Source: an optimization exercise on an open RTL-to-GDS flow (aim: small area). Production flows keep margins and buffers that such runs may drop.
In this exercise RTL edits were held to simulation tests only and were not proved equivalent to the original.
Power figures rest on the tool's default switching activity, not on a simulated workload.

<file path="design/flow/design.v">
package filter_pkg;
    localparam int SAMPLE_W = 16;
    localparam int ACC_W = 32;
    localparam int FRAC_BITS = 14;
    typedef logic signed [SAMPLE_W-1:0] sample_t;    
    typedef logic signed [ACC_W-1:0] acc_t;          
    typedef struct packed {
        sample_t b0;     
        sample_t b1;     
        sample_t b2;     
        sample_t a1;     
        sample_t a2;     
    } biquad_coef_t;
endpackage
package seq_pkg;
    typedef enum logic [2:0] {
        IDLE   = 3'd0,
        TAP_B0 = 3'd1,
        TAP_B1 = 3'd2,
        TAP_B2 = 3'd3,
        TAP_A1 = 3'd4,
        TAP_A2 = 3'd5,
        DRAIN1 = 3'd6,   
        DRAIN2 = 3'd7    
    } seq_state_t;
    typedef enum logic [1:0] {
        MAC_HOLD = 2'd0,     
        MAC_LOAD = 2'd1,     
        MAC_ACC  = 2'd2      
    } mac_op_t;
    typedef enum logic [2:0] {
        SEL_B0, SEL_B1, SEL_B2, SEL_A1, SEL_A2
    } tap_sel_t;
endpackage
`timescale 1ns/100ps
module sample_rate_timer #(
    parameter int SAMPLE_DIV = 16    
) (
    input  logic clk,
    input  logic reset,
    input  logic run,
    output logic sample_req
);
    localparam int CNT_W = (SAMPLE_DIV > 1) ? $clog2(SAMPLE_DIV) : 1;
    localparam logic [CNT_W-1:0] RELOAD = CNT_W'(SAMPLE_DIV - 1);
    logic [CNT_W-1:0] cnt;   
    always_ff @(posedge clk) begin
        if (!reset) begin
            cnt        <= RELOAD;
            sample_req <= 1'b0;
        end else if (!run) begin
            cnt        <= RELOAD;    
            sample_req <= 1'b0;
        end else if (cnt == '0) begin
            cnt        <= RELOAD;
            sample_req <= 1'b1;      
        end else begin
            cnt        <= cnt - 1'b1;
            sample_req <= 1'b0;
        end
    end
endmodule
module mac_booth
(
    input  logic [15:0] a,
    input  logic [15:0] b,
    input  logic        g,
    input  logic        sg,        
    input  logic [3:1] ci,        
    output logic [3:1] co,        
    input  logic [29:0] c,
    output logic [29:0] y
);
    logic [16:0] ax;
    assign ax = {a[15], a};
    wire one0 = b[0] ^ 1'b0;
    wire two0 = (b[1] ^ b[0]) & ~one0;
    wire neg0 = b[1] ^ g;
    wire v0_0 = (one0 & ax[0]) ^ neg0;
    wire v0_1;
    bpp u_pp0_1 (.a1(ax[1]), .a0(ax[0]), .x1(one0), .x2(two0), .n(neg0), .y(v0_1));
    wire v0_2;
    bpp u_pp0_2 (.a1(ax[2]), .a0(ax[1]), .x1(one0), .x2(two0), .n(neg0), .y(v0_2));
    wire v0_3;
    bpp u_pp0_3 (.a1(ax[3]), .a0(ax[2]), .x1(one0), .x2(two0), .n(neg0), .y(v0_3));
    wire v0_4;
    bpp u_pp0_4 (.a1(ax[4]), .a0(ax[3]), .x1(one0), .x2(two0), .n(neg0), .y(v0_4));
    wire v0_5;
    bpp u_pp0_5 (.a1(ax[5]), .a0(ax[4]), .x1(one0), .x2(two0), .n(neg0), .y(v0_5));
    wire v0_6;
    bpp u_pp0_6 (.a1(ax[6]), .a0(ax[5]), .x1(one0), .x2(two0), .n(neg0), .y(v0_6));
    wire v0_7;
    bpp u_pp0_7 (.a1(ax[7]), .a0(ax[6]), .x1(one0), .x2(two0), .n(neg0), .y(v0_7));
    wire v0_8;
    bpp u_pp0_8 (.a1(ax[8]), .a0(ax[7]), .x1(one0), .x2(two0), .n(neg0), .y(v0_8));
    wire v0_9;
    bpp u_pp0_9 (.a1(ax[9]), .a0(ax[8]), .x1(one0), .x2(two0), .n(neg0), .y(v0_9));
    wire v0_10;
    bpp u_pp0_10 (.a1(ax[10]), .a0(ax[9]), .x1(one0), .x2(two0), .n(neg0), .y(v0_10));
    wire v0_11;
    bpp u_pp0_11 (.a1(ax[11]), .a0(ax[10]), .x1(one0), .x2(two0), .n(neg0), .y(v0_11));
    wire v0_12;
    bpp u_pp0_12 (.a1(ax[12]), .a0(ax[11]), .x1(one0), .x2(two0), .n(neg0), .y(v0_12));
    wire v0_13;
    bpp u_pp0_13 (.a1(ax[13]), .a0(ax[12]), .x1(one0), .x2(two0), .n(neg0), .y(v0_13));
    wire v0_14;
    bpp u_pp0_14 (.a1(ax[14]), .a0(ax[13]), .x1(one0), .x2(two0), .n(neg0), .y(v0_14));
    wire v0_15;
    bpp u_pp0_15 (.a1(ax[15]), .a0(ax[14]), .x1(one0), .x2(two0), .n(neg0), .y(v0_15));
    wire v0_16;
    bppn u_pp0_16 (.a1(ax[16]), .a0(ax[15]), .x1(one0), .x2(two0), .n(neg0), .y(v0_16));
    wire vs0 = v0_16 & sg;
    wire one1 = b[2] ^ b[1];
    wire two1 = (b[3] ^ b[2]) & ~one1;
    wire neg1 = b[3] ^ g;
    wire v1_0 = (one1 & ax[0]) ^ neg1;
    wire v1_1;
    bpp u_pp1_1 (.a1(ax[1]), .a0(ax[0]), .x1(one1), .x2(two1), .n(neg1), .y(v1_1));
    wire v1_2;
    bpp u_pp1_2 (.a1(ax[2]), .a0(ax[1]), .x1(one1), .x2(two1), .n(neg1), .y(v1_2));
    wire v1_3;
    bpp u_pp1_3 (.a1(ax[3]), .a0(ax[2]), .x1(one1), .x2(two1), .n(neg1), .y(v1_3));
    wire v1_4;
    bpp u_pp1_4 (.a1(ax[4]), .a0(ax[3]), .x1(one1), .x2(two1), .n(neg1), .y(v1_4));
    wire v1_5;
    bpp u_pp1_5 (.a1(ax[5]), .a0(ax[4]), .x1(one1), .x2(two1), .n(neg1), .y(v1_5));
    wire v1_6;
    bpp u_pp1_6 (.a1(ax[6]), .a0(ax[5]), .x1(one1), .x2(two1), .n(neg1), .y(v1_6));
    wire v1_7;
    bpp u_pp1_7 (.a1(ax[7]), .a0(ax[6]), .x1(one1), .x2(two1), .n(neg1), .y(v1_7));
    wire v1_8;
    bpp u_pp1_8 (.a1(ax[8]), .a0(ax[7]), .x1(one1), .x2(two1), .n(neg1), .y(v1_8));
    wire v1_9;
    bpp u_pp1_9 (.a1(ax[9]), .a0(ax[8]), .x1(one1), .x2(two1), .n(neg1), .y(v1_9));
    wire v1_10;
    bpp u_pp1_10 (.a1(ax[10]), .a0(ax[9]), .x1(one1), .x2(two1), .n(neg1), .y(v1_10));
    wire v1_11;
    bpp u_pp1_11 (.a1(ax[11]), .a0(ax[10]), .x1(one1), .x2(two1), .n(neg1), .y(v1_11));
    wire v1_12;
    bpp u_pp1_12 (.a1(ax[12]), .a0(ax[11]), .x1(one1), .x2(two1), .n(neg1), .y(v1_12));
    wire v1_13;
    bpp u_pp1_13 (.a1(ax[13]), .a0(ax[12]), .x1(one1), .x2(two1), .n(neg1), .y(v1_13));
    wire v1_14;
    bpp u_pp1_14 (.a1(ax[14]), .a0(ax[13]), .x1(one1), .x2(two1), .n(neg1), .y(v1_14));
    wire v1_15;
    bpp u_pp1_15 (.a1(ax[15]), .a0(ax[14]), .x1(one1), .x2(two1), .n(neg1), .y(v1_15));
    wire v1_16;
    bppn u_pp1_16 (.a1(ax[16]), .a0(ax[15]), .x1(one1), .x2(two1), .n(neg1), .y(v1_16));
    wire vs1 = v1_16 & sg;
    wire one2 = b[4] ^ b[3];
    wire two2 = (b[5] ^ b[4]) & ~one2;
    wire neg2 = b[5] ^ g;
    wire v2_0 = (one2 & ax[0]) ^ neg2;
    wire v2_1;
    bpp u_pp2_1 (.a1(ax[1]), .a0(ax[0]), .x1(one2), .x2(two2), .n(neg2), .y(v2_1));
    wire v2_2;
    bpp u_pp2_2 (.a1(ax[2]), .a0(ax[1]), .x1(one2), .x2(two2), .n(neg2), .y(v2_2));
    wire v2_3;
    bpp u_pp2_3 (.a1(ax[3]), .a0(ax[2]), .x1(one2), .x2(two2), .n(neg2), .y(v2_3));
    wire v2_4;
    bpp u_pp2_4 (.a1(ax[4]), .a0(ax[3]), .x1(one2), .x2(two2), .n(neg2), .y(v2_4));
    wire v2_5;
    bpp u_pp2_5 (.a1(ax[5]), .a0(ax[4]), .x1(one2), .x2(two2), .n(neg2), .y(v2_5));
    wire v2_6;
    bpp u_pp2_6 (.a1(ax[6]), .a0(ax[5]), .x1(one2), .x2(two2), .n(neg2), .y(v2_6));
    wire v2_7;
    bpp u_pp2_7 (.a1(ax[7]), .a0(ax[6]), .x1(one2), .x2(two2), .n(neg2), .y(v2_7));
    wire v2_8;
    bpp u_pp2_8 (.a1(ax[8]), .a0(ax[7]), .x1(one2), .x2(two2), .n(neg2), .y(v2_8));
    wire v2_9;
    bpp u_pp2_9 (.a1(ax[9]), .a0(ax[8]), .x1(one2), .x2(two2), .n(neg2), .y(v2_9));
    wire v2_10;
    bpp u_pp2_10 (.a1(ax[10]), .a0(ax[9]), .x1(one2), .x2(two2), .n(neg2), .y(v2_10));
    wire v2_11;
    bpp u_pp2_11 (.a1(ax[11]), .a0(ax[10]), .x1(one2), .x2(two2), .n(neg2), .y(v2_11));
    wire v2_12;
    bpp u_pp2_12 (.a1(ax[12]), .a0(ax[11]), .x1(one2), .x2(two2), .n(neg2), .y(v2_12));
    wire v2_13;
    bpp u_pp2_13 (.a1(ax[13]), .a0(ax[12]), .x1(one2), .x2(two2), .n(neg2), .y(v2_13));
    wire v2_14;
    bpp u_pp2_14 (.a1(ax[14]), .a0(ax[13]), .x1(one2), .x2(two2), .n(neg2), .y(v2_14));
    wire v2_15;
    bpp u_pp2_15 (.a1(ax[15]), .a0(ax[14]), .x1(one2), .x2(two2), .n(neg2), .y(v2_15));
    wire v2_16;
    bppn u_pp2_16 (.a1(ax[16]), .a0(ax[15]), .x1(one2), .x2(two2), .n(neg2), .y(v2_16));
    wire vs2 = v2_16 & sg;
    wire one3 = b[6] ^ b[5];
    wire two3 = (b[7] ^ b[6]) & ~one3;
    wire neg3 = b[7] ^ g;
    wire v3_0 = (one3 & ax[0]) ^ neg3;
    wire v3_1;
    bpp u_pp3_1 (.a1(ax[1]), .a0(ax[0]), .x1(one3), .x2(two3), .n(neg3), .y(v3_1));
    wire v3_2;
    bpp u_pp3_2 (.a1(ax[2]), .a0(ax[1]), .x1(one3), .x2(two3), .n(neg3), .y(v3_2));
    wire v3_3;
    bpp u_pp3_3 (.a1(ax[3]), .a0(ax[2]), .x1(one3), .x2(two3), .n(neg3), .y(v3_3));
    wire v3_4;
    bpp u_pp3_4 (.a1(ax[4]), .a0(ax[3]), .x1(one3), .x2(two3), .n(neg3), .y(v3_4));
    wire v3_5;
    bpp u_pp3_5 (.a1(ax[5]), .a0(ax[4]), .x1(one3), .x2(two3), .n(neg3), .y(v3_5));
    wire v3_6;
    bpp u_pp3_6 (.a1(ax[6]), .a0(ax[5]), .x1(one3), .x2(two3), .n(neg3), .y(v3_6));
    wire v3_7;
    bpp u_pp3_7 (.a1(ax[7]), .a0(ax[6]), .x1(one3), .x2(two3), .n(neg3), .y(v3_7));
    wire v3_8;
    bpp u_pp3_8 (.a1(ax[8]), .a0(ax[7]), .x1(one3), .x2(two3), .n(neg3), .y(v3_8));
    wire v3_9;
    bpp u_pp3_9 (.a1(ax[9]), .a0(ax[8]), .x1(one3), .x2(two3), .n(neg3), .y(v3_9));
    wire v3_10;
    bpp u_pp3_10 (.a1(ax[10]), .a0(ax[9]), .x1(one3), .x2(two3), .n(neg3), .y(v3_10));
    wire v3_11;
    bpp u_pp3_11 (.a1(ax[11]), .a0(ax[10]), .x1(one3), .x2(two3), .n(neg3), .y(v3_11));
    wire v3_12;
    bpp u_pp3_12 (.a1(ax[12]), .a0(ax[11]), .x1(one3), .x2(two3), .n(neg3), .y(v3_12));
    wire v3_13;
    bpp u_pp3_13 (.a1(ax[13]), .a0(ax[12]), .x1(one3), .x2(two3), .n(neg3), .y(v3_13));
    wire v3_14;
    bpp u_pp3_14 (.a1(ax[14]), .a0(ax[13]), .x1(one3), .x2(two3), .n(neg3), .y(v3_14));
    wire v3_15;
    bpp u_pp3_15 (.a1(ax[15]), .a0(ax[14]), .x1(one3), .x2(two3), .n(neg3), .y(v3_15));
    wire v3_16;
    bppn u_pp3_16 (.a1(ax[16]), .a0(ax[15]), .x1(one3), .x2(two3), .n(neg3), .y(v3_16));
    wire vs3 = v3_16 & sg;
    wire one4 = b[8] ^ b[7];
    wire two4 = (b[9] ^ b[8]) & ~one4;
    wire neg4 = b[9] ^ g;
    wire v4_0 = (one4 & ax[0]) ^ neg4;
    wire v4_1;
    bpp u_pp4_1 (.a1(ax[1]), .a0(ax[0]), .x1(one4), .x2(two4), .n(neg4), .y(v4_1));
    wire v4_2;
    bpp u_pp4_2 (.a1(ax[2]), .a0(ax[1]), .x1(one4), .x2(two4), .n(neg4), .y(v4_2));
    wire v4_3;
    bpp u_pp4_3 (.a1(ax[3]), .a0(ax[2]), .x1(one4), .x2(two4), .n(neg4), .y(v4_3));
    wire v4_4;
    bpp u_pp4_4 (.a1(ax[4]), .a0(ax[3]), .x1(one4), .x2(two4), .n(neg4), .y(v4_4));
    wire v4_5;
    bpp u_pp4_5 (.a1(ax[5]), .a0(ax[4]), .x1(one4), .x2(two4), .n(neg4), .y(v4_5));
    wire v4_6;
    bpp u_pp4_6 (.a1(ax[6]), .a0(ax[5]), .x1(one4), .x2(two4), .n(neg4), .y(v4_6));
    wire v4_7;
    bpp u_pp4_7 (.a1(ax[7]), .a0(ax[6]), .x1(one4), .x2(two4), .n(neg4), .y(v4_7));
    wire v4_8;
    bpp u_pp4_8 (.a1(ax[8]), .a0(ax[7]), .x1(one4), .x2(two4), .n(neg4), .y(v4_8));
    wire v4_9;
    bpp u_pp4_9 (.a1(ax[9]), .a0(ax[8]), .x1(one4), .x2(two4), .n(neg4), .y(v4_9));
    wire v4_10;
    bpp u_pp4_10 (.a1(ax[10]), .a0(ax[9]), .x1(one4), .x2(two4), .n(neg4), .y(v4_10));
    wire v4_11;
    bpp u_pp4_11 (.a1(ax[11]), .a0(ax[10]), .x1(one4), .x2(two4), .n(neg4), .y(v4_11));
    wire v4_12;
    bpp u_pp4_12 (.a1(ax[12]), .a0(ax[11]), .x1(one4), .x2(two4), .n(neg4), .y(v4_12));
    wire v4_13;
    bpp u_pp4_13 (.a1(ax[13]), .a0(ax[12]), .x1(one4), .x2(two4), .n(neg4), .y(v4_13));
    wire v4_14;
    bpp u_pp4_14 (.a1(ax[14]), .a0(ax[13]), .x1(one4), .x2(two4), .n(neg4), .y(v4_14));
    wire v4_15;
    bpp u_pp4_15 (.a1(ax[15]), .a0(ax[14]), .x1(one4), .x2(two4), .n(neg4), .y(v4_15));
    wire v4_16;
    bppn u_pp4_16 (.a1(ax[16]), .a0(ax[15]), .x1(one4), .x2(two4), .n(neg4), .y(v4_16));
    wire vs4 = v4_16 & sg;
    wire one5 = b[10] ^ b[9];
    wire two5 = (b[11] ^ b[10]) & ~one5;
    wire neg5 = b[11] ^ g;
    wire v5_0 = (one5 & ax[0]) ^ neg5;
    wire v5_1;
    bpp u_pp5_1 (.a1(ax[1]), .a0(ax[0]), .x1(one5), .x2(two5), .n(neg5), .y(v5_1));
    wire v5_2;
    bpp u_pp5_2 (.a1(ax[2]), .a0(ax[1]), .x1(one5), .x2(two5), .n(neg5), .y(v5_2));
    wire v5_3;
    bpp u_pp5_3 (.a1(ax[3]), .a0(ax[2]), .x1(one5), .x2(two5), .n(neg5), .y(v5_3));
    wire v5_4;
    bpp u_pp5_4 (.a1(ax[4]), .a0(ax[3]), .x1(one5), .x2(two5), .n(neg5), .y(v5_4));
    wire v5_5;
    bpp u_pp5_5 (.a1(ax[5]), .a0(ax[4]), .x1(one5), .x2(two5), .n(neg5), .y(v5_5));
    wire v5_6;
    bpp u_pp5_6 (.a1(ax[6]), .a0(ax[5]), .x1(one5), .x2(two5), .n(neg5), .y(v5_6));
    wire v5_7;
    bpp u_pp5_7 (.a1(ax[7]), .a0(ax[6]), .x1(one5), .x2(two5), .n(neg5), .y(v5_7));
    wire v5_8;
    bpp u_pp5_8 (.a1(ax[8]), .a0(ax[7]), .x1(one5), .x2(two5), .n(neg5), .y(v5_8));
    wire v5_9;
    bpp u_pp5_9 (.a1(ax[9]), .a0(ax[8]), .x1(one5), .x2(two5), .n(neg5), .y(v5_9));
    wire v5_10;
    bpp u_pp5_10 (.a1(ax[10]), .a0(ax[9]), .x1(one5), .x2(two5), .n(neg5), .y(v5_10));
    wire v5_11;
    bpp u_pp5_11 (.a1(ax[11]), .a0(ax[10]), .x1(one5), .x2(two5), .n(neg5), .y(v5_11));
    wire v5_12;
    bpp u_pp5_12 (.a1(ax[12]), .a0(ax[11]), .x1(one5), .x2(two5), .n(neg5), .y(v5_12));
    wire v5_13;
    bpp u_pp5_13 (.a1(ax[13]), .a0(ax[12]), .x1(one5), .x2(two5), .n(neg5), .y(v5_13));
    wire v5_14;
    bpp u_pp5_14 (.a1(ax[14]), .a0(ax[13]), .x1(one5), .x2(two5), .n(neg5), .y(v5_14));
    wire v5_15;
    bpp u_pp5_15 (.a1(ax[15]), .a0(ax[14]), .x1(one5), .x2(two5), .n(neg5), .y(v5_15));
    wire v5_16;
    bppn u_pp5_16 (.a1(ax[16]), .a0(ax[15]), .x1(one5), .x2(two5), .n(neg5), .y(v5_16));
    wire vs5 = v5_16 & sg;
    wire one6 = b[12] ^ b[11];
    wire two6 = (b[13] ^ b[12]) & ~one6;
    wire neg6 = b[13] ^ g;
    wire v6_0 = (one6 & ax[0]) ^ neg6;
    wire v6_1;
    bpp u_pp6_1 (.a1(ax[1]), .a0(ax[0]), .x1(one6), .x2(two6), .n(neg6), .y(v6_1));
    wire v6_2;
    bpp u_pp6_2 (.a1(ax[2]), .a0(ax[1]), .x1(one6), .x2(two6), .n(neg6), .y(v6_2));
    wire v6_3;
    bpp u_pp6_3 (.a1(ax[3]), .a0(ax[2]), .x1(one6), .x2(two6), .n(neg6), .y(v6_3));
    wire v6_4;
    bpp u_pp6_4 (.a1(ax[4]), .a0(ax[3]), .x1(one6), .x2(two6), .n(neg6), .y(v6_4));
    wire v6_5;
    bpp u_pp6_5 (.a1(ax[5]), .a0(ax[4]), .x1(one6), .x2(two6), .n(neg6), .y(v6_5));
    wire v6_6;
    bpp u_pp6_6 (.a1(ax[6]), .a0(ax[5]), .x1(one6), .x2(two6), .n(neg6), .y(v6_6));
    wire v6_7;
    bpp u_pp6_7 (.a1(ax[7]), .a0(ax[6]), .x1(one6), .x2(two6), .n(neg6), .y(v6_7));
    wire v6_8;
    bpp u_pp6_8 (.a1(ax[8]), .a0(ax[7]), .x1(one6), .x2(two6), .n(neg6), .y(v6_8));
    wire v6_9;
    bpp u_pp6_9 (.a1(ax[9]), .a0(ax[8]), .x1(one6), .x2(two6), .n(neg6), .y(v6_9));
    wire v6_10;
    bpp u_pp6_10 (.a1(ax[10]), .a0(ax[9]), .x1(one6), .x2(two6), .n(neg6), .y(v6_10));
    wire v6_11;
    bpp u_pp6_11 (.a1(ax[11]), .a0(ax[10]), .x1(one6), .x2(two6), .n(neg6), .y(v6_11));
    wire v6_12;
    bpp u_pp6_12 (.a1(ax[12]), .a0(ax[11]), .x1(one6), .x2(two6), .n(neg6), .y(v6_12));
    wire v6_13;
    bpp u_pp6_13 (.a1(ax[13]), .a0(ax[12]), .x1(one6), .x2(two6), .n(neg6), .y(v6_13));
    wire v6_14;
    bpp u_pp6_14 (.a1(ax[14]), .a0(ax[13]), .x1(one6), .x2(two6), .n(neg6), .y(v6_14));
    wire v6_15;
    bpp u_pp6_15 (.a1(ax[15]), .a0(ax[14]), .x1(one6), .x2(two6), .n(neg6), .y(v6_15));
    wire v6_16;
    bppn u_pp6_16 (.a1(ax[16]), .a0(ax[15]), .x1(one6), .x2(two6), .n(neg6), .y(v6_16));
    wire vs6 = v6_16 & sg;
    wire one7 = b[14] ^ b[13];
    wire two7 = (b[15] ^ b[14]) & ~one7;
    wire neg7 = b[15] ^ g;
    wire v7_0 = (one7 & ax[0]) ^ neg7;
    wire v7_1;
    bpp u_pp7_1 (.a1(ax[1]), .a0(ax[0]), .x1(one7), .x2(two7), .n(neg7), .y(v7_1));
    wire v7_2;
    bpp u_pp7_2 (.a1(ax[2]), .a0(ax[1]), .x1(one7), .x2(two7), .n(neg7), .y(v7_2));
    wire v7_3;
    bpp u_pp7_3 (.a1(ax[3]), .a0(ax[2]), .x1(one7), .x2(two7), .n(neg7), .y(v7_3));
    wire v7_4;
    bpp u_pp7_4 (.a1(ax[4]), .a0(ax[3]), .x1(one7), .x2(two7), .n(neg7), .y(v7_4));
    wire v7_5;
    bpp u_pp7_5 (.a1(ax[5]), .a0(ax[4]), .x1(one7), .x2(two7), .n(neg7), .y(v7_5));
    wire v7_6;
    bpp u_pp7_6 (.a1(ax[6]), .a0(ax[5]), .x1(one7), .x2(two7), .n(neg7), .y(v7_6));
    wire v7_7;
    bpp u_pp7_7 (.a1(ax[7]), .a0(ax[6]), .x1(one7), .x2(two7), .n(neg7), .y(v7_7));
    wire v7_8;
    bpp u_pp7_8 (.a1(ax[8]), .a0(ax[7]), .x1(one7), .x2(two7), .n(neg7), .y(v7_8));
    wire v7_9;
    bpp u_pp7_9 (.a1(ax[9]), .a0(ax[8]), .x1(one7), .x2(two7), .n(neg7), .y(v7_9));
    wire v7_10;
    bpp u_pp7_10 (.a1(ax[10]), .a0(ax[9]), .x1(one7), .x2(two7), .n(neg7), .y(v7_10));
    wire v7_11;
    bpp u_pp7_11 (.a1(ax[11]), .a0(ax[10]), .x1(one7), .x2(two7), .n(neg7), .y(v7_11));
    wire v7_12;
    bpp u_pp7_12 (.a1(ax[12]), .a0(ax[11]), .x1(one7), .x2(two7), .n(neg7), .y(v7_12));
    wire v7_13;
    bpp u_pp7_13 (.a1(ax[13]), .a0(ax[12]), .x1(one7), .x2(two7), .n(neg7), .y(v7_13));
    wire v7_14;
    bpp u_pp7_14 (.a1(ax[14]), .a0(ax[13]), .x1(one7), .x2(two7), .n(neg7), .y(v7_14));
    wire v7_15;
    bpp u_pp7_15 (.a1(ax[15]), .a0(ax[14]), .x1(one7), .x2(two7), .n(neg7), .y(v7_15));
    wire s0, k0;
    ha2 u_ha1 (.a(v0_14), .b(v1_12), .s(s0), .co(k0));
    wire s1, k1;
    ha2 u_ha2 (.a(v0_15), .b(v1_13), .s(s1), .co(k1));
    wire s2, k2;
    ha2 u_ha3 (.a(vs0), .b(v1_14), .s(s2), .co(k2));
    wire s3, k3;
    ha2 u_ha4 (.a(v0_8), .b(v1_6), .s(s3), .co(k3));
    wire s4, k4;
    ha2 u_ha5 (.a(v0_9), .b(v1_7), .s(s4), .co(k4));
    wire s5, k5;
    fa3 u_fa6 (.a(v0_10), .b(v1_8), .c(v2_6), .s(s5), .co(k5));
    wire s6, k6;
    ha2 u_ha7 (.a(v3_4), .b(v4_2), .s(s6), .co(k6));
    wire s7, k7;
    fa3 u_fa8 (.a(v0_11), .b(v1_9), .c(v2_7), .s(s7), .co(k7));
    wire s8, k8;
    ha2 u_ha9 (.a(v3_5), .b(v4_3), .s(s8), .co(k8));
    wire s9, k9;
    fa3 u_fa10 (.a(v0_12), .b(v1_10), .c(v2_8), .s(s9), .co(k9));
    wire s10, k10;
    fa3 u_fa11 (.a(v3_6), .b(v4_4), .c(v5_2), .s(s10), .co(k10));
    wire s11, k11;
    ha2 u_ha12 (.a(v6_0), .b(neg6), .s(s11), .co(k11));
    wire s12, k12;
    fa3 u_fa13 (.a(v0_13), .b(v1_11), .c(v2_9), .s(s12), .co(k12));
    wire s13, k13;
    fa3 u_fa14 (.a(v3_7), .b(v4_5), .c(v5_3), .s(s13), .co(k13));
    wire s14, k14;
    ha2 u_ha15 (.a(v6_1), .b(c[13]), .s(s14), .co(k14));
    wire s15, k15;
    fa3 u_fa16 (.a(v2_10), .b(v3_8), .c(v4_6), .s(s15), .co(k15));
    wire s16, k16;
    fa3 u_fa17 (.a(v5_4), .b(v6_2), .c(v7_0), .s(s16), .co(k16));
    wire s17, k17;
    fa3 u_fa18 (.a(neg7), .b(c[14]), .c(s0), .s(s17), .co(k17));
    wire s18, k18;
    fa3 u_fa19 (.a(v2_11), .b(v3_9), .c(v4_7), .s(s18), .co(k18));
    wire s19, k19;
    fa3 u_fa20 (.a(v5_5), .b(v6_3), .c(v7_1), .s(s19), .co(k19));
    wire s20, k20;
    fa3 u_fa21 (.a(c[15]), .b(s1), .c(k0), .s(s20), .co(k20));
    wire s21, k21;
    fa3 u_fa22 (.a(v2_12), .b(v3_10), .c(v4_8), .s(s21), .co(k21));
    wire s22, k22;
    fa3 u_fa23 (.a(v5_6), .b(v6_4), .c(v7_2), .s(s22), .co(k22));
    wire s23, k23;
    fa3 u_fa24 (.a(c[16]), .b(s2), .c(k1), .s(s23), .co(k23));
    wire s24, k24;
    fa3 u_fa25 (.a(v1_15), .b(v2_13), .c(v3_11), .s(s24), .co(k24));
    wire s25, k25;
    fa3 u_fa26 (.a(v4_9), .b(v5_7), .c(v6_5), .s(s25), .co(k25));
    wire s26, k26;
    fa3 u_fa27 (.a(v7_3), .b(c[17]), .c(k2), .s(s26), .co(k26));
    wire s27, k27;
    fa3 u_fa28 (.a(vs1), .b(v2_14), .c(v3_12), .s(s27), .co(k27));
    wire s28, k28;
    fa3 u_fa29 (.a(v4_10), .b(v5_8), .c(v6_6), .s(s28), .co(k28));
    wire s29, k29;
    ha2 u_ha30 (.a(v7_4), .b(c[18]), .s(s29), .co(k29));
    wire s30, k30;
    fa3 u_fa31 (.a(v2_15), .b(v3_13), .c(v4_11), .s(s30), .co(k30));
    wire s31, k31;
    fa3 u_fa32 (.a(v5_9), .b(v6_7), .c(v7_5), .s(s31), .co(k31));
    wire s32, k32;
    fa3 u_fa33 (.a(vs2), .b(v3_14), .c(v4_12), .s(s32), .co(k32));
    wire s33, k33;
    ha2 u_ha34 (.a(v5_10), .b(v6_8), .s(s33), .co(k33));
    wire s34, k34;
    fa3 u_fa35 (.a(v3_15), .b(v4_13), .c(v5_11), .s(s34), .co(k34));
    wire s35, k35;
    ha2 u_ha36 (.a(vs3), .b(v4_14), .s(s35), .co(k35));
    wire s36, k36;
    ha2 u_ha37 (.a(v0_4), .b(v1_2), .s(s36), .co(k36));
    wire s37, k37;
    ha2 u_ha38 (.a(v0_5), .b(v1_3), .s(s37), .co(k37));
    wire s38, k38;
    fa3 u_fa39 (.a(v0_6), .b(v1_4), .c(v2_2), .s(s38), .co(k38));
    wire s39, k39;
    ha2 u_ha40 (.a(v3_0), .b(neg3), .s(s39), .co(k39));
    wire s40, k40;
    fa3 u_fa41 (.a(v0_7), .b(v1_5), .c(v2_3), .s(s40), .co(k40));
    wire s41, k41;
    ha2 u_ha42 (.a(v3_1), .b(c[7]), .s(s41), .co(k41));
    wire s42, k42;
    fa3 u_fa43 (.a(v2_4), .b(v3_2), .c(v4_0), .s(s42), .co(k42));
    wire s43, k43;
    fa3 u_fa44 (.a(neg4), .b(c[8]), .c(s3), .s(s43), .co(k43));
    wire s44, k44;
    fa3 u_fa45 (.a(v2_5), .b(v3_3), .c(v4_1), .s(s44), .co(k44));
    wire s45, k45;
    fa3 u_fa46 (.a(c[9]), .b(s4), .c(k3), .s(s45), .co(k45));
    wire s46, k46;
    fa3 u_fa47 (.a(v5_0), .b(neg5), .c(c[10]), .s(s46), .co(k46));
    wire s47, k47;
    fa3 u_fa48 (.a(s5), .b(s6), .c(k4), .s(s47), .co(k47));
    wire s48, k48;
    fa3 u_fa49 (.a(v5_1), .b(c[11]), .c(s7), .s(s48), .co(k48));
    wire s49, k49;
    fa3 u_fa50 (.a(s8), .b(k5), .c(k6), .s(s49), .co(k49));
    wire s50, k50;
    fa3 u_fa51 (.a(c[12]), .b(s9), .c(s10), .s(s50), .co(k50));
    wire s51, k51;
    fa3 u_fa52 (.a(s11), .b(k7), .c(k8), .s(s51), .co(k51));
    wire s52, k52;
    fa3 u_fa53 (.a(s12), .b(s13), .c(s14), .s(s52), .co(k52));
    wire s53, k53;
    fa3 u_fa54 (.a(k9), .b(k10), .c(k11), .s(s53), .co(k53));
    wire s54, k54;
    fa3 u_fa55 (.a(s15), .b(s16), .c(s17), .s(s54), .co(k54));
    wire s55, k55;
    fa3 u_fa56 (.a(k12), .b(k13), .c(k14), .s(s55), .co(k55));
    wire s56, k56;
    fa3 u_fa57 (.a(s18), .b(s19), .c(s20), .s(s56), .co(k56));
    wire s57, k57;
    fa3 u_fa58 (.a(k15), .b(k16), .c(k17), .s(s57), .co(k57));
    wire s58, k58;
    fa3 u_fa59 (.a(s21), .b(s22), .c(s23), .s(s58), .co(k58));
    wire s59, k59;
    fa3 u_fa60 (.a(k18), .b(k19), .c(k20), .s(s59), .co(k59));
    wire s60, k60;
    fa3 u_fa61 (.a(s24), .b(s25), .c(s26), .s(s60), .co(k60));
    wire s61, k61;
    fa3 u_fa62 (.a(k21), .b(k22), .c(k23), .s(s61), .co(k61));
    wire s62, k62;
    fa3 u_fa63 (.a(s27), .b(s28), .c(s29), .s(s62), .co(k62));
    wire s63, k63;
    fa3 u_fa64 (.a(k24), .b(k25), .c(k26), .s(s63), .co(k63));
    wire s64, k64;
    fa3 u_fa65 (.a(c[19]), .b(s30), .c(s31), .s(s64), .co(k64));
    wire s65, k65;
    fa3 u_fa66 (.a(k27), .b(k28), .c(k29), .s(s65), .co(k65));
    wire s66, k66;
    fa3 u_fa67 (.a(v7_6), .b(c[20]), .c(s32), .s(s66), .co(k66));
    wire s67, k67;
    fa3 u_fa68 (.a(s33), .b(k30), .c(k31), .s(s67), .co(k67));
    wire s68, k68;
    fa3 u_fa69 (.a(v6_9), .b(v7_7), .c(c[21]), .s(s68), .co(k68));
    wire s69, k69;
    fa3 u_fa70 (.a(s34), .b(k32), .c(k33), .s(s69), .co(k69));
    wire s70, k70;
    fa3 u_fa71 (.a(v5_12), .b(v6_10), .c(v7_8), .s(s70), .co(k70));
    wire s71, k71;
    fa3 u_fa72 (.a(c[22]), .b(s35), .c(k34), .s(s71), .co(k71));
    wire s72, k72;
    fa3 u_fa73 (.a(v4_15), .b(v5_13), .c(v6_11), .s(s72), .co(k72));
    wire s73, k73;
    fa3 u_fa74 (.a(v7_9), .b(c[23]), .c(k35), .s(s73), .co(k73));
    wire s74, k74;
    fa3 u_fa75 (.a(vs4), .b(v5_14), .c(v6_12), .s(s74), .co(k74));
    wire s75, k75;
    ha2 u_ha76 (.a(v7_10), .b(c[24]), .s(s75), .co(k75));
    wire s76, k76;
    fa3 u_fa77 (.a(v5_15), .b(v6_13), .c(v7_11), .s(s76), .co(k76));
    wire s77, k77;
    ha2 u_ha78 (.a(vs5), .b(v6_14), .s(s77), .co(k77));
    wire s78, k78;
    ha2 u_ha79 (.a(v0_2), .b(v1_0), .s(s78), .co(k78));
    wire s79, k79;
    ha2 u_ha80 (.a(v0_3), .b(v1_1), .s(s79), .co(k79));
    wire s80, k80;
    fa3 u_fa81 (.a(v2_0), .b(neg2), .c(c[4]), .s(s80), .co(k80));
    wire s81, k81;
    fa3 u_fa82 (.a(v2_1), .b(c[5]), .c(s37), .s(s81), .co(k81));
    wire s82, k82;
    fa3 u_fa83 (.a(c[6]), .b(s38), .c(s39), .s(s82), .co(k82));
    wire s83, k83;
    fa3 u_fa84 (.a(s40), .b(s41), .c(k38), .s(s83), .co(k83));
    wire s84, k84;
    fa3 u_fa85 (.a(s42), .b(s43), .c(k40), .s(s84), .co(k84));
    wire s85, k85;
    fa3 u_fa86 (.a(s44), .b(s45), .c(k42), .s(s85), .co(k85));
    wire s86, k86;
    fa3 u_fa87 (.a(s46), .b(s47), .c(k44), .s(s86), .co(k86));
    wire s87, k87;
    fa3 u_fa88 (.a(s48), .b(s49), .c(k46), .s(s87), .co(k87));
    wire s88, k88;
    fa3 u_fa89 (.a(s50), .b(s51), .c(k48), .s(s88), .co(k88));
    wire s89, k89;
    fa3 u_fa90 (.a(s52), .b(s53), .c(k50), .s(s89), .co(k89));
    wire s90, k90;
    fa3 u_fa91 (.a(s54), .b(s55), .c(k52), .s(s90), .co(k90));
    wire s91, k91;
    fa3 u_fa92 (.a(s56), .b(s57), .c(k54), .s(s91), .co(k91));
    wire s92, k92;
    fa3 u_fa93 (.a(s58), .b(s59), .c(k56), .s(s92), .co(k92));
    wire s93, k93;
    fa3 u_fa94 (.a(s60), .b(s61), .c(k58), .s(s93), .co(k93));
    wire s94, k94;
    fa3 u_fa95 (.a(s62), .b(s63), .c(k60), .s(s94), .co(k94));
    wire s95, k95;
    fa3 u_fa96 (.a(s64), .b(s65), .c(k62), .s(s95), .co(k95));
    wire s96, k96;
    fa3 u_fa97 (.a(s66), .b(s67), .c(k64), .s(s96), .co(k96));
    wire s97, k97;
    fa3 u_fa98 (.a(s68), .b(s69), .c(k66), .s(s97), .co(k97));
    wire s98, k98;
    fa3 u_fa99 (.a(s70), .b(s71), .c(k68), .s(s98), .co(k98));
    wire s99, k99;
    fa3 u_fa100 (.a(s72), .b(s73), .c(k70), .s(s99), .co(k99));
    wire s100, k100;
    fa3 u_fa101 (.a(s74), .b(s75), .c(k72), .s(s100), .co(k100));
    wire s101, k101;
    fa3 u_fa102 (.a(c[25]), .b(s76), .c(k74), .s(s101), .co(k101));
    wire s102, k102;
    fa3 u_fa103 (.a(v7_12), .b(c[26]), .c(s77), .s(s102), .co(k102));
    wire s103, k103;
    fa3 u_fa104 (.a(v6_15), .b(v7_13), .c(c[27]), .s(s103), .co(k103));
    wire s104, k104;
    ha2 u_ha105 (.a(vs6), .b(v7_14), .s(s104), .co(k104));
    wire s105, k105;
    ha2 u_ha106 (.a(v0_0), .b(neg0), .s(s105), .co(k105));
    wire s106, k106;
    ha2 u_ha107 (.a(v0_1), .b(c[1]), .s(s106), .co(k106));
    wire s107, k107;
    fa3 u_fa108 (.a(neg1), .b(c[2]), .c(s78), .s(s107), .co(k107));
    wire s108, k108;
    fa3 u_fa109 (.a(c[3]), .b(s79), .c(k78), .s(s108), .co(k108));
    wire s109, k109;
    fa3 u_fa110 (.a(s36), .b(s80), .c(k79), .s(s109), .co(k109));
    wire s110, k110;
    fa3 u_fa111 (.a(k36), .b(s81), .c(k80), .s(s110), .co(k110));
    wire s111, k111;
    fa3 u_fa112 (.a(k37), .b(s82), .c(k81), .s(s111), .co(k111));
    wire s112, k112;
    fa3 u_fa113 (.a(k39), .b(s83), .c(k82), .s(s112), .co(k112));
    wire s113, k113;
    fa3 u_fa114 (.a(k41), .b(s84), .c(k83), .s(s113), .co(k113));
    wire s114, k114;
    fa3 u_fa115 (.a(k43), .b(s85), .c(k84), .s(s114), .co(k114));
    wire s115, k115;
    fa3 u_fa116 (.a(k45), .b(s86), .c(k85), .s(s115), .co(k115));
    wire s116, k116;
    fa3 u_fa117 (.a(k47), .b(s87), .c(k86), .s(s116), .co(k116));
    wire s117, k117;
    fa3 u_fa118 (.a(k49), .b(s88), .c(k87), .s(s117), .co(k117));
    wire s118, k118;
    fa3 u_fa119 (.a(k51), .b(s89), .c(k88), .s(s118), .co(k118));
    wire s119, k119;
    fa3 u_fa120 (.a(k53), .b(s90), .c(k89), .s(s119), .co(k119));
    wire s120, k120;
    fa3 u_fa121 (.a(k55), .b(s91), .c(k90), .s(s120), .co(k120));
    wire s121, k121;
    fa3 u_fa122 (.a(k57), .b(s92), .c(k91), .s(s121), .co(k121));
    wire s122, k122;
    fa3 u_fa123 (.a(k59), .b(s93), .c(k92), .s(s122), .co(k122));
    wire s123, k123;
    fa3 u_fa124 (.a(k61), .b(s94), .c(k93), .s(s123), .co(k123));
    wire s124, k124;
    fa3 u_fa125 (.a(k63), .b(s95), .c(k94), .s(s124), .co(k124));
    wire s125, k125;
    fa3 u_fa126 (.a(k65), .b(s96), .c(k95), .s(s125), .co(k125));
    wire s126, k126;
    fa3 u_fa127 (.a(k67), .b(s97), .c(k96), .s(s126), .co(k126));
    wire s127, k127;
    fa3 u_fa128 (.a(k69), .b(s98), .c(k97), .s(s127), .co(k127));
    wire s128, k128;
    fa3 u_fa129 (.a(k71), .b(s99), .c(k98), .s(s128), .co(k128));
    wire s129, k129;
    fa3 u_fa130 (.a(k73), .b(s100), .c(k99), .s(s129), .co(k129));
    wire s130, k130;
    fa3 u_fa131 (.a(k75), .b(s101), .c(k100), .s(s130), .co(k130));
    wire s131, k131;
    fa3 u_fa132 (.a(k76), .b(s102), .c(k101), .s(s131), .co(k131));
    wire s132, k132;
    fa3 u_fa133 (.a(k77), .b(s103), .c(k102), .s(s132), .co(k132));
    wire s133, k133;
    fa3 u_fa134 (.a(c[28]), .b(s104), .c(k103), .s(s133), .co(k133));
    wire s134, k134;
    fa3 u_fa135 (.a(v7_15), .b(c[29]), .c(k104), .s(s134), .co(k134));
    wire [29:0] r0 = {s134, s133, s132, s131, s130, s129, s128, s127, s126, s125, s124, s123, s122, s121, s120, s119, s118, s117, s116, s115, s114, s113, s112, s111, s110, s109, s108, s107, s106, c[0]};
    wire [29:0] r1 = {k133, k132, k131, k130, k129, k128, k127, k126, k125, k124, k123, k122, k121, k120, k119, k118, k117, k116, k115, k114, k113, k112, k111, k110, k109, k108, k107, k106, k105, s105};
    wire rs0, rc0;
    ha2 u_rha0 (.a(c[0]), .b(s105), .s(rs0), .co(rc0));
    assign y[0] = rs0;
    wire rs1, rc1;
    fa3 u_rfa1 (.a(s106), .b(k105), .c(rc0), .s(rs1), .co(rc1));
    assign y[1] = rs1;
    wire rs2, rc2;
    fa3 u_rfa2 (.a(s107), .b(k106), .c(rc1), .s(rs2), .co(rc2));
    assign y[2] = rs2;
    wire rs3, rc3;
    fa3 u_rfa3 (.a(s108), .b(k107), .c(rc2), .s(rs3), .co(rc3));
    assign y[3] = rs3;
    wire rs4, rc4;
    fa3 u_rfa4 (.a(s109), .b(k108), .c(rc3), .s(rs4), .co(rc4));
    assign y[4] = rs4;
    wire rs5, rc5;
    fa3 u_rfa5 (.a(s110), .b(k109), .c(rc4), .s(rs5), .co(rc5));
    assign y[5] = rs5;
    wire rs6, rc6;
    fa3 u_rfa6 (.a(s111), .b(k110), .c(rc5), .s(rs6), .co(rc6));
    assign y[6] = rs6;
    wire rs7, rc7;
    fa3 u_rfa7 (.a(s112), .b(k111), .c(rc6), .s(rs7), .co(rc7));
    assign y[7] = rs7;
    assign co[1] = rc7;
    wire rs8, rc8;
    fa3 u_rfa8 (.a(s113), .b(k112), .c(ci[1]), .s(rs8), .co(rc8));
    assign y[8] = rs8;
    wire rs9, rc9;
    fa3 u_rfa9 (.a(s114), .b(k113), .c(rc8), .s(rs9), .co(rc9));
    assign y[9] = rs9;
    wire rs10, rc10;
    fa3 u_rfa10 (.a(s115), .b(k114), .c(rc9), .s(rs10), .co(rc10));
    assign y[10] = rs10;
    wire rs11, rc11;
    fa3 u_rfa11 (.a(s116), .b(k115), .c(rc10), .s(rs11), .co(rc11));
    assign y[11] = rs11;
    wire rs12, rc12;
    fa3 u_rfa12 (.a(s117), .b(k116), .c(rc11), .s(rs12), .co(rc12));
    assign y[12] = rs12;
    wire rs13, rc13;
    fa3 u_rfa13 (.a(s118), .b(k117), .c(rc12), .s(rs13), .co(rc13));
    assign y[13] = rs13;
    wire rs14, rc14;
    fa3 u_rfa14 (.a(s119), .b(k118), .c(rc13), .s(rs14), .co(rc14));
    assign y[14] = rs14;
    wire rs15, rc15;
    fa3 u_rfa15 (.a(s120), .b(k119), .c(rc14), .s(rs15), .co(rc15));
    assign y[15] = rs15;
    assign co[2] = rc15;
    wire rs16, rc16;
    fa3 u_rfa16 (.a(s121), .b(k120), .c(ci[2]), .s(rs16), .co(rc16));
    assign y[16] = rs16;
    wire rs17, rc17;
    fa3 u_rfa17 (.a(s122), .b(k121), .c(rc16), .s(rs17), .co(rc17));
    assign y[17] = rs17;
    wire rs18, rc18;
    fa3 u_rfa18 (.a(s123), .b(k122), .c(rc17), .s(rs18), .co(rc18));
    assign y[18] = rs18;
    wire rs19, rc19;
    fa3 u_rfa19 (.a(s124), .b(k123), .c(rc18), .s(rs19), .co(rc19));
    assign y[19] = rs19;
    wire rs20, rc20;
    fa3 u_rfa20 (.a(s125), .b(k124), .c(rc19), .s(rs20), .co(rc20));
    assign y[20] = rs20;
    wire rs21, rc21;
    fa3 u_rfa21 (.a(s126), .b(k125), .c(rc20), .s(rs21), .co(rc21));
    assign y[21] = rs21;
    wire rs22, rc22;
    fa3 u_rfa22 (.a(s127), .b(k126), .c(rc21), .s(rs22), .co(rc22));
    assign y[22] = rs22;
    assign co[3] = rc22;
    wire rs23, rc23;
    fa3 u_rfa23 (.a(s128), .b(k127), .c(ci[3]), .s(rs23), .co(rc23));
    assign y[23] = rs23;
    wire rs24, rc24;
    fa3 u_rfa24 (.a(s129), .b(k128), .c(rc23), .s(rs24), .co(rc24));
    assign y[24] = rs24;
    wire rs25, rc25;
    fa3 u_rfa25 (.a(s130), .b(k129), .c(rc24), .s(rs25), .co(rc25));
    assign y[25] = rs25;
    wire rs26, rc26;
    fa3 u_rfa26 (.a(s131), .b(k130), .c(rc25), .s(rs26), .co(rc26));
    assign y[26] = rs26;
    wire rs27, rc27;
    fa3 u_rfa27 (.a(s132), .b(k131), .c(rc26), .s(rs27), .co(rc27));
    assign y[27] = rs27;
    wire rs28, rc28;
    fa3 u_rfa28 (.a(s133), .b(k132), .c(rc27), .s(rs28), .co(rc28));
    assign y[28] = rs28;
    wire rs29, rc29;
    fa3 u_rfa29 (.a(s134), .b(k133), .c(rc28), .s(rs29), .co(rc29));
    assign y[29] = rs29;
endmodule
module fa3 (input logic a, input logic b, input logic c, output logic s, output logic co);
    assign s  = a ^ b ^ c;
    assign co = (a & b) | (a & c) | (b & c);
endmodule
module bpp (input logic a1, input logic a0, input logic x1, input logic x2, input logic n, output logic y);
    assign y = ((a1 & x1) | (a0 & x2)) ^ n;
endmodule
module bppn (input logic a1, input logic a0, input logic x1, input logic x2, input logic n, output logic y);
    assign y = ~(((a1 & x1) | (a0 & x2)) ^ n);
endmodule
module ha2 (input logic a, input logic b, output logic s, output logic co);
    assign s  = a ^ b;
    assign co = a & b;
endmodule
`timescale 1ns/100ps
module iir_cascade_top
#(
    parameter int SAMPLE_DIV = 16    
) (
    input  logic         clk,
    input  logic         reset,
    input  logic         run,
    input  logic [15:0]  sample_in,
    input  logic [79:0]  coef_s1,
    input  logic [79:0]  coef_s2,
    output logic         sample_req,
    output logic [15:0]  filt_out,
    output logic         out_valid
);
    localparam logic [29:0] ACC_INIT = 30'h15572000;
    sample_rate_timer #(
        .SAMPLE_DIV (SAMPLE_DIV)
    ) u_timer (
        .clk        (clk),
        .reset      (reset),
        .run        (run),
        .sample_req (sample_req)
    );
    logic [4:0]  step;           
    logic        hist_ok1;       
    logic        hist_ok2;       
    logic [15:0] x1, x2;         
    logic [15:0] y1a, y1b;       
    logic [15:0] y2a, y2b;       
    logic [15:0] c0, c1, c2, c3; 
    logic [29:0] acc;
    always_ff @(posedge clk) begin
        if (!reset)
            step <= '0;
        else if (sample_req)
            step <= 5'd1;
        else if (step == 5'd16)
            step <= '0;
        else if (step != 5'd0)
            step <= step + 5'd1;
    end
    always_ff @(posedge clk) begin
        if (!reset)
            out_valid <= 1'b0;
        else
            out_valid <= (step == 5'd16);
    end
    always_ff @(posedge clk) begin
        if (!reset) begin
            hist_ok1 <= 1'b0;
            hist_ok2 <= 1'b0;
        end else if (step == 5'd16) begin
            hist_ok1 <= 1'b1;
            hist_ok2 <= hist_ok1;
        end
    end
    wire ld1 = (step == 5'd1);      
    wire ld2 = (step == 5'd9);      
    always_ff @(posedge clk) begin
        if (ld1) begin
            x1 <= c3;                
            x2 <= x1;
        end
        if (step == 5'd9) begin
            y1a <= acc[29:14];
            y1b <= y1a;
        end
        if (out_valid) begin
            y2a <= acc[29:14];
            y2b <= y2a;
        end
    end
    wire ld = ld1 | ld2;
    always_ff @(posedge clk) begin
        c0 <= ({16{ld1}} & coef_s1[79:64]) | ({16{ld2}} & coef_s2[79:64]) | ({16{!ld}} & c1);  
        c1 <= ({16{ld1}} & coef_s1[63:48]) | ({16{ld2}} & coef_s2[63:48]) | ({16{!ld}} & c2);  
        c2 <= ({16{ld1}} & coef_s1[31:16]) | ({16{ld2}} & coef_s2[31:16]) | ({16{!ld}} & c3);  
        c3 <= sample_req ? sample_in : ld2 ? coef_s2[15:0] : coef_s1[15:0];                    
    end
    wire s1  = (step == 5'd1);
    wire s2  = (step == 5'd2);
    wire s3  = (step == 5'd3);
    wire s4  = (step == 5'd4);
    wire s5  = (step == 5'd5);
    wire s9  = (step == 5'd9);
    wire s10 = (step == 5'd10);
    wire s11 = (step == 5'd11);
    wire s12 = (step == 5'd12);
    wire s13 = (step == 5'd13);
    wire sel_x1  = s2;
    wire sel_x2  = (s1 & hist_ok2) | (s3 & hist_ok1);
    wire sel_y1a = (s4 & hist_ok1) | s10;
    wire sel_y1b = ((s5 | s9) & hist_ok2) | (s11 & hist_ok1);
    wire sel_y2a = s12 & hist_ok1;
    wire sel_y2b = s13 & hist_ok2;
    wire fb      = s4 | s5 | s12 | s13;      
    wire [15:0] mc = ({16{ld1}} & coef_s1[47:32]) | ({16{ld2}} & coef_s2[47:32]) | ({16{!ld}} & c0);
    wire [15:0] md = ({16{sel_x1}} & x1)  | ({16{sel_x2}} & x2)  |
                     ({16{sel_y1a}} & y1a) | ({16{sel_y1b}} & y1b) |
                     ({16{sel_y2a}} & y2a) | ({16{sel_y2b}} & y2b);
    wire neg = fb && (c0 != 16'h8000);
    wire acc_load = ld;
    wire mac_on = s1 | s2 | s3 | s4 | s5 | s9 | s10 | s11 | s12 | s13;
    logic [29:0] mac_y;
    logic [3:1]  cy;             
    logic [3:1]  mac_co;
    mac_booth u_mac (
        .a  (mc),
        .b  (md),
        .g  (neg),
        .sg (mac_on),
        .ci (acc_load ? 3'b000 : cy),
        .co (mac_co),
        .c  (acc_load ? ACC_INIT : acc),
        .y  (mac_y)
    );
    always_ff @(posedge clk) begin
        acc <= mac_y;
        cy  <= mac_co;
    end
    assign filt_out = acc[29:14];
endmodule
</file>
<file path="design/flow/flow/run.sh">
#!/bin/bash
set -euo pipefail
export BUFFER_PORTS_ARGS="-buffer_cell sky130_fd_sc_hd__buf_1"
export CTS_ARGS="-sink_clustering_enable -repair_clock_nets -dont_use_dummy_load -buf_list sky130_fd_sc_hd__clkbuf_2 -sink_clustering_size 5 -sink_clustering_max_diameter 30"
bash standard.sh synth > synth.log 2>&1
ODB=orfs/results/$FLOW_PLATFORM/iir_cascade_top/base/1_synth.odb \
LIB_FILE=$FLOW_HOME/platforms/$FLOW_PLATFORM/lib/sky130_fd_sc_hd__tt_025C_1v80.lib \
  openroad -no_init -exit flow/downsize.tcl > downsize.log 2>&1
bash standard.sh > standard.log 2>&1
</file>
<file path="design/flow/flow/downsize.tcl">
# Area recovery before floorplan: every combinational cell of the synthesized netlist that
# has a smaller variant of the same function (same base name, e.g. a22oi_2 -> a22oi_1) is
# swapped for the smallest one. Flip-flops, latches, clock cells, buffers and inverters are
# left alone. The standard flow's later repair steps size cells back up where timing,
# slew or capacitance needs it.
read_liberty $::env(LIB_FILE)
read_db $::env(ODB)
set skip {df dl clk buf inv fill tap decap conb diode probe lpflow ebuf einv mux4 dlygate dlymetal}
set best [dict create]
foreach lc [get_lib_cells *] {
  set name [get_name $lc]
  if {![regexp {^(sky130_fd_sc_hd__[a-z0-9]+)_([0-9]+)$} $name -> base sz]} { continue }
  set bad 0
  foreach s $skip { if {[string first $s $base] >= 0} { set bad 1 } }
  if {$bad} { continue }
  set a [get_property $lc area]
  if {![dict exists $best $base] || $a < [lindex [dict get $best $base] 1]} {
    dict set best $base [list $name $a]
  }
}
set n 0
set saved 0.0
foreach inst [get_cells *] {
  set ref [get_property $inst ref_name]
  if {![regexp {^(sky130_fd_sc_hd__[a-z0-9]+)_([0-9]+)$} $ref -> base sz]} { continue }
  if {![dict exists $best $base]} { continue }
  lassign [dict get $best $base] to ato
  if {$to eq $ref} { continue }
  set afrom [get_property [get_lib_cells */$ref] area]
  if {$ato >= $afrom} { continue }
  replace_cell $inst $to
  incr n
  set saved [expr {$saved + $afrom - $ato}]
}
puts "downsize: replaced $n cells, [format %.1f $saved] um2 less"
write_db $::env(ODB)
</file>
<file path="design/flow/standard.sh">
#!/bin/bash
# synth_recipe.tcl (not shown) runs the flow's synth.tcl, then flattens the netlist and writes it again
# the make line also repeats each setting of config.mk as NAME=value (left out here)
make -C /OpenROAD-flow-scripts/flow DESIGN_CONFIG=/design/flow/config.mk WORK_HOME=/design/flow/orfs CLKGATE_MAP_FILE= SYNTH_SCRIPT=/design/flow/synth_recipe.tcl "${@:-finish}"
</file>
<file path="design/flow/config.mk">
export PLATFORM = sky130hd
export DESIGN_NAME = iir_cascade_top
export DESIGN_NICKNAME = iir_cascade_top
export VERILOG_FILES = /design/flow/design.v
export SDC_FILE = /design/flow/constraint.sdc
export NUM_CORES = 4
export LEC_CHECK = 0
export CAP_MARGIN = 20
export CELL_PAD_IN_SITES_DETAIL_PLACEMENT = 1
export CORE_MARGIN = 2
export CORE_UTILIZATION = 50
export PLACE_DENSITY = 0.65
export SLEW_MARGIN = 20
export SYNTH_HIERARCHICAL = 1
export SYNTH_MINIMUM_KEEP_SIZE = 0
</file>
<file path="design/flow/constraint.sdc">
create_clock -name core_clock -period 10.0 [get_ports {clk}]
set_input_delay 2.0000 -clock core_clock [delete_from_list [all_inputs] [get_ports {clk}]]
set_output_delay 2.0000 -clock core_clock [all_outputs]
set_load 0.01 [all_outputs]
</file>
==> metrics.cfg, run 1 <==
[run_status]
status=complete, no violations

[global_routing]
antenna_found_initial=2
first_global_vias=11360
grt_pass1_wl_mm=63.85
overflow=0
grt_start_max_net_pins=57
grt.total_usage_pct=29.11

[power_and_ir_drop]
p_total_mw=2.664
p_seq_share_pct=44.4
vdd_ir_drop_max_mv=0.1594
pwr_density_cell_nw_per_um2=179.3
p_leak_nw=5.831
p_comb_share_pct=38.2
p_switching_mw=1.125
power_switching_share_pct=42.25
clockPowerShare_pct=17.4
power_report.internal_total_mw=1.538

[place]
gp_congestion=0.8804
place_hpwl_mm=30.28
place.port_buffers=196

[layout]
drive_gt1_share_pct=8.263
area_growth_pct=9.115
fin_nets=1658
fill_cells=2886

[setup_path]
cp_common_cell=fa_1
critPathBufInv=0
cp_cell_sequence=and3b_1 > a32o_1 > a221o_1 > a221o_1 > nor2b_1 > a22oi_1 > xor2_1 > and2_1 > ha_1 > fa_1 > fa_1 > fa_1 > fa_1 > fa_1 > fa_1 > fa_1 > fa_1 > fa_1 > fa_1 > fa_1
slowest_stage=nor2b_1
required_ns=10.73
critPathArrivalTime_ns=9.82
critPathLaunchType=flop
cp_top_family=adder cells
critPathKind=flop to flop
cp_max_fo=18
worst_setup_path_end_kind=flop
max_stage_delay_ns=0.88

[logic_synthesis]
yosysWarnings=8
syn_nets=1461
syn_area_um2=13620
syn_area_per_cell_um2=12.25
synthCells=1112

[routing]
via_per_inst=6.256
post_drt_wl_per_cell_um=24.76
drc=0
first_pass_iters=10
wl_mm=40.86
ant_nets=0
vias=10320
drtIter0Drc=926

[clock_network]
cts_max_path_buffers=3
cts_resized=0
clk_pin_slew_ns=0.10
cts_tree=built
htreeDepth=2
cts_hold_buffers=0
insertion_delay_ns=0.93
postCtsSetupRepairBufs=0
cts-root-buf=clkbuf_2
cts_buffers=57
cts.sinks=206

[sta]
finalSetupViolCount=0
rsz0062_at_grt=false
fin_skew_ns=0.1987
max_freq_mhz=109.9
tns_ns=0
worst_slew_pin_slew_ns=1.010
finalMaxSlewViolations=0
period_share_pct=90.96
relSlewSlack_pct=32.55
min_period_ns=9.096
hold_viol=0

[floorplanning]
row_count=60
ios=197
start_util_pct=50.67
dieArea_um2=28570
die_h_um=169.0
core_area_um2=26880
die_x_um=169.0

[min_path]
worstHoldPathType=flop to flop

[job]
maxCapViolCount=0

-- routing by layer --
layer | track usage [%] | vias up | share of wire [%]
met5 | 0 | - | 0.032
li1 | - | 4457 | -
met2 | 50.29 | 503 | 50
met1 | 36.59 | 5262 | 39
met3 | 5.050 | 99 | 7.2
met4 | 11.41 | 2 | 3.8
-- power groups by stage --
| stage | Sequential [mW] | Clock, mW | Combinational [mW] |
|---|---|---|---|
| after floorplan | 1.12 | 0 | 0.824 |
| after global placement | 1.20 | 0 | 0.962 |
| after detailed placement | 1.20 | 0 | 1.01 |
| after CTS | 1.18 | 0.483 | 1.02 |
| after global routing | 1.19 | 0.513 | 1.12 |
| final | 1.18 | 0.463 | 1.02 |
-- state kept, by name, summed over array words and instances, names as in the netlist, 3 cells and up --
name / flops
y1a: 16
y1b: 16
x2: 16
y2b: 16
cy: 3
step: 5
c1: 16
c2: 16
y2a: 16
c3: 16
c0: 16
x1: 16
acc: 30
u_timer.cnt: 4
-- area by class of cell --
type / count / area (µm²) / area share (%)
multi-input combinational: 742 / 7792 / 52.44
sequential: 206 / 5085 / 34.22
timing repair buffer: 231 / 998.5 / 6.719
tap: 341 / 426.7 / 2.871
clock buffer: 57 / 285.3 / 1.920
inverter: 71 / 266.5 / 1.794
antenna: 2 / 5.005 / 0.03368
-- per-stage QoR --
| stage | hold slack [ns] | setup WS (ns) | std cells | util [%] | instance area (µm²) |
|---|---|---|---|---|---|
| 4_1_cts | 0.3064 | 0.9502 | 1648 | 55.27 | 14850 |
| 3_5_place_dp | 0.4118 | 0.9385 | 1591 | 54.21 | 14570 |
| 5_1_grt | 0.3113 | 0.5772 | 1650 | 55.29 | 14860 |
| 6_report | 0.2895 | 0.9038 | 1650 | 55.29 | 14860 |
| 2_1_floorplan | 0.3837 | 1.364 | 1112 | - | 13620 |
| 3_3_place_gp | 0.3999 | 1.261 | 1591 | 54.21 | 14570 |
-- path summary, 6_finish.rpt --
check                           startpoint       to  slack (ns)  cells after the start
worst max register to register     step[4]  acc[22]        0.90                     20
worst min register to register      y2a[5]   y2b[5]        0.29                      0
worst max-delay path               step[4]  acc[22]        0.90                     20
worst min-delay path                y2a[5]   y2b[5]        0.29                      0
-- cells in the final DEF (no fill, tap or decap), types with 3 or more instances in the layout --
cell type	n
a22oi_1	128
a21oi_1	7
mux2i_1	17
buf_4	35
and2_1	32
fa_1	141
xnor2_1	129
dfxtp_1	110
a221o_1	32
o21ai_0	21
ha_1	29
a32o_1	16
clkbuf_2	57
a222oi_1	64
xor2_2	8
edfxtp_1	96
nand3b_1	6
nand2b_1	14
inv_1	71
or2b_1	6
nor4_1	3
nand2_1	34
nor2_1	10
xor2_1	15
buf_1	196
==> inputs of run 2 (changes only) <==
--- a/design/flow/flow/run.sh
+++ b/design/flow/flow/run.sh
@@ -3,3 +3,3 @@
 export BUFFER_PORTS_ARGS="-buffer_cell sky130_fd_sc_hd__buf_1"
-export CTS_ARGS="-sink_clustering_enable -repair_clock_nets -dont_use_dummy_load -buf_list sky130_fd_sc_hd__clkbuf_2 -sink_clustering_size 5 -sink_clustering_max_diameter 30"
+export CTS_ARGS="-sink_clustering_enable -repair_clock_nets -dont_use_dummy_load -buf_list sky130_fd_sc_hd__clkbuf_4 -sink_clustering_size 8 -sink_clustering_max_diameter 40"
 bash standard.sh synth > synth.log 2>&1
==> metrics.cfg, run 2 <==
[run_status]
status=complete, no violations

[clock_network]
cts.sinks=206
insertion_delay_ns=0.66
htreeDepth=2
cts-root-buf=clkbuf_4
clk_pin_slew_ns=0.09
postCtsSetupRepairBufs=0
cts_tree=built
cts_buffers=39
cts_resized=0
cts_hold_buffers=0
cts_max_path_buffers=3

[setup_path]
critPathKind=flop to flop
critPathLaunchType=flop
reg2reg_depth=20
r2r_slack_ns=0.86
cp_common_cell=fa_1
critPathCapture=acc[22]
cp_cell_sequence=and3b_1 > a32o_1 > a221o_1 > a221o_1 > nor2b_1 > a22oi_1 > xor2_1 > and2_1 > ha_1 > fa_1 > fa_1 > fa_1 > fa_1 > fa_1 > fa_1 > fa_1 > fa_1 > fa_1 > fa_1 > fa_1
required_ns=10.50
cp_top_family=adder cells
critPathArrivalTime_ns=9.64
cp-startpoint=step[4]
cp_max_fo=18
critPathBufInv=0
r2r_end=acc[22]
crit_cells=20
worst_setup_path_end_kind=flop
crit-reg2reg-launch=step[4]
slowest_stage=nor2b_1
max_stage_delay_ns=0.88

[global_routing]
grt.total_usage_pct=28.96
grt_start_max_net_pins=57
first_global_vias=11200
use_met3_pct=5.915
overflow=0
use_met1_pct=36.19
top_usage_layer=met2
grt_pass1_wl_mm=63.18
use_met2_pct=49.77
antenna_found_initial=2

[floorplanning]
core_area_um2=26880
dieArea_um2=28570
start_util_pct=50.67
die_h_um=169.0
die_x_um=169.0
ios=197
row_count=60

[layout]
final_core_util_pct=55.32
layout_commonest_cell=buf_1
mostFrequentLayoutCells=buf_1 (196), fa_1 (141), xnor2_1 (129)
regMostFlops=acc
fill_cells=2877
largest_reg_flops=30
layout.cells.non_filler=1632
drive_gt1_share_pct=7.060
fin_nets=1640
area_growth_pct=9.179
fin_area_um2=14870

[place]
pre_cts_ws_ns=0.9385
place.port_buffers=196
placed_cells=1591
gp_congestion=0.8804
place_area_um2=14570
place_hpwl_mm=30.28

[sta]
hold_viol=0
relSlewSlack_pct=31.55
max_freq_mhz=109.5
finalMaxSlewViolations=0
worst_slack_ns=0.8636
worst_slew_pin_slew_ns=1.025
min_period_ns=9.136
fin_skew_ns=0.07464
rsz0062_at_grt=false
period_share_pct=91.36
tns_ns=0
finalSetupViolCount=0

[power_and_ir_drop]
vdd_ir_drop_max_mv=0.1421
pwr_density_cell_nw_per_um2=180.1
p_leak_nw=5.774

[routing]
drc=0
ant_nets=0
wl_mm=40.50
vias=10150
drtIter0Drc=976
via_per_inst=6.222
first_pass_iters=9
post_drt_wl_per_cell_um=24.82

[logic_synthesis]
syn_area_um2=13620
syn_area_per_cell_um2=12.25
yosysWarnings=8
syn_nets=1461
synthCells=1112

[job]
maxCapViolCount=0

[min_path]
worstHoldPathType=flop to flop

-- run 2: power breakdown --
part / leakage [nW] / switching (mW) / internal, mW
combinational: 3.81 / 0.687 / 0.332
sequential: 1.78 / 0.125 / 1.06
clock: 0.179 / 0.297 / 0.178
total: 5.77 / 1.11 / 1.57
-- run 2: how the worst min path moves through the flow --
stage	startpoint	endpoint	slack (ns)	cells past startpoint
3_3_place_gp	u_timer.cnt[0]	u_timer.cnt[0]	0.40	1
3_5_place_dp	u_timer.cnt[0]	u_timer.cnt[0]	0.41	1
4_1_cts	y2a[5]	y2b[5]	0.43	0
6_report	u_timer.cnt[0]	u_timer.cnt[0]	0.43	1
5_1_grt	u_timer.cnt[0]	u_timer.cnt[0]	0.46	1
2_1_floorplan	u_timer.cnt[0]	u_timer.cnt[0]	0.38	1
-- run 2: final cells by class --
| class | instances | area [µm²] | area share, % |
|---|---|---|---|
| well taps | 341 | 426.7 | 2.870 |
| clock buffers | 39 | 292.8 | 1.969 |
| multi-input cells | 742 | 7792 | 52.41 |
| repair buffers | 231 | 998.5 | 6.715 |
| inverters | 71 | 266.5 | 1.792 |
| diodes | 2 | 5.005 | 0.03366 |
| flip-flops and latches | 206 | 5086 | 34.21 |
-- run 2: layer usage --
| metal | vias up | wire length (µm) |
|---|---|---|
| met5 | - | 13 |
| met4 | 2 | 1464 |
| met3 | 93 | 3099 |
| met2 | 503 | 20200 |
| met1 | 5142 | 15720 |
| li1 | 4414 | - |
-- run 2: stage by stage --
stage | hold slack (ns) | power [mW]
floorplan | 0.3837 | 1.947
global route | 0.4601 | 2.832
CTS | 0.4308 | 2.694
detailed placement | 0.4118 | 2.211
finish | 0.4286 | 2.677
global placement | 0.3999 | 2.162

## re-timing with driven ports
In the flow no input, the clock included, has a driving cell. The finished layouts below were timed again as built, in two steps.
Step 1 (the two cells are an assumption about what drives the block):
set clk [get_ports {clk}]
set_driving_cell -lib_cell sky130_fd_sc_hd__clkbuf_16 $clk
set_driving_cell -lib_cell sky130_fd_sc_hd__buf_2 [delete_from_list [all_inputs] $clk]
Step 2, shift: input delay + t, output delay - t, t = (earliest + latest rising clock arrival at the registers) / 2. This alone moves slack from input paths to output paths.
Three values: ideal, step 1, step 2; two values: the first two.
run | t, ns | slack for setup (ns) | clock arrival spread, ns
run 1 | 0.889 | 0.904 / 0.904 / 0.904 | 0.211 / 0.211
run 2 | 0.663 | 0.864 / 0.864 / 0.864 | 0.095 / 0.095
After both steps setup and hold are still met in every run listed.
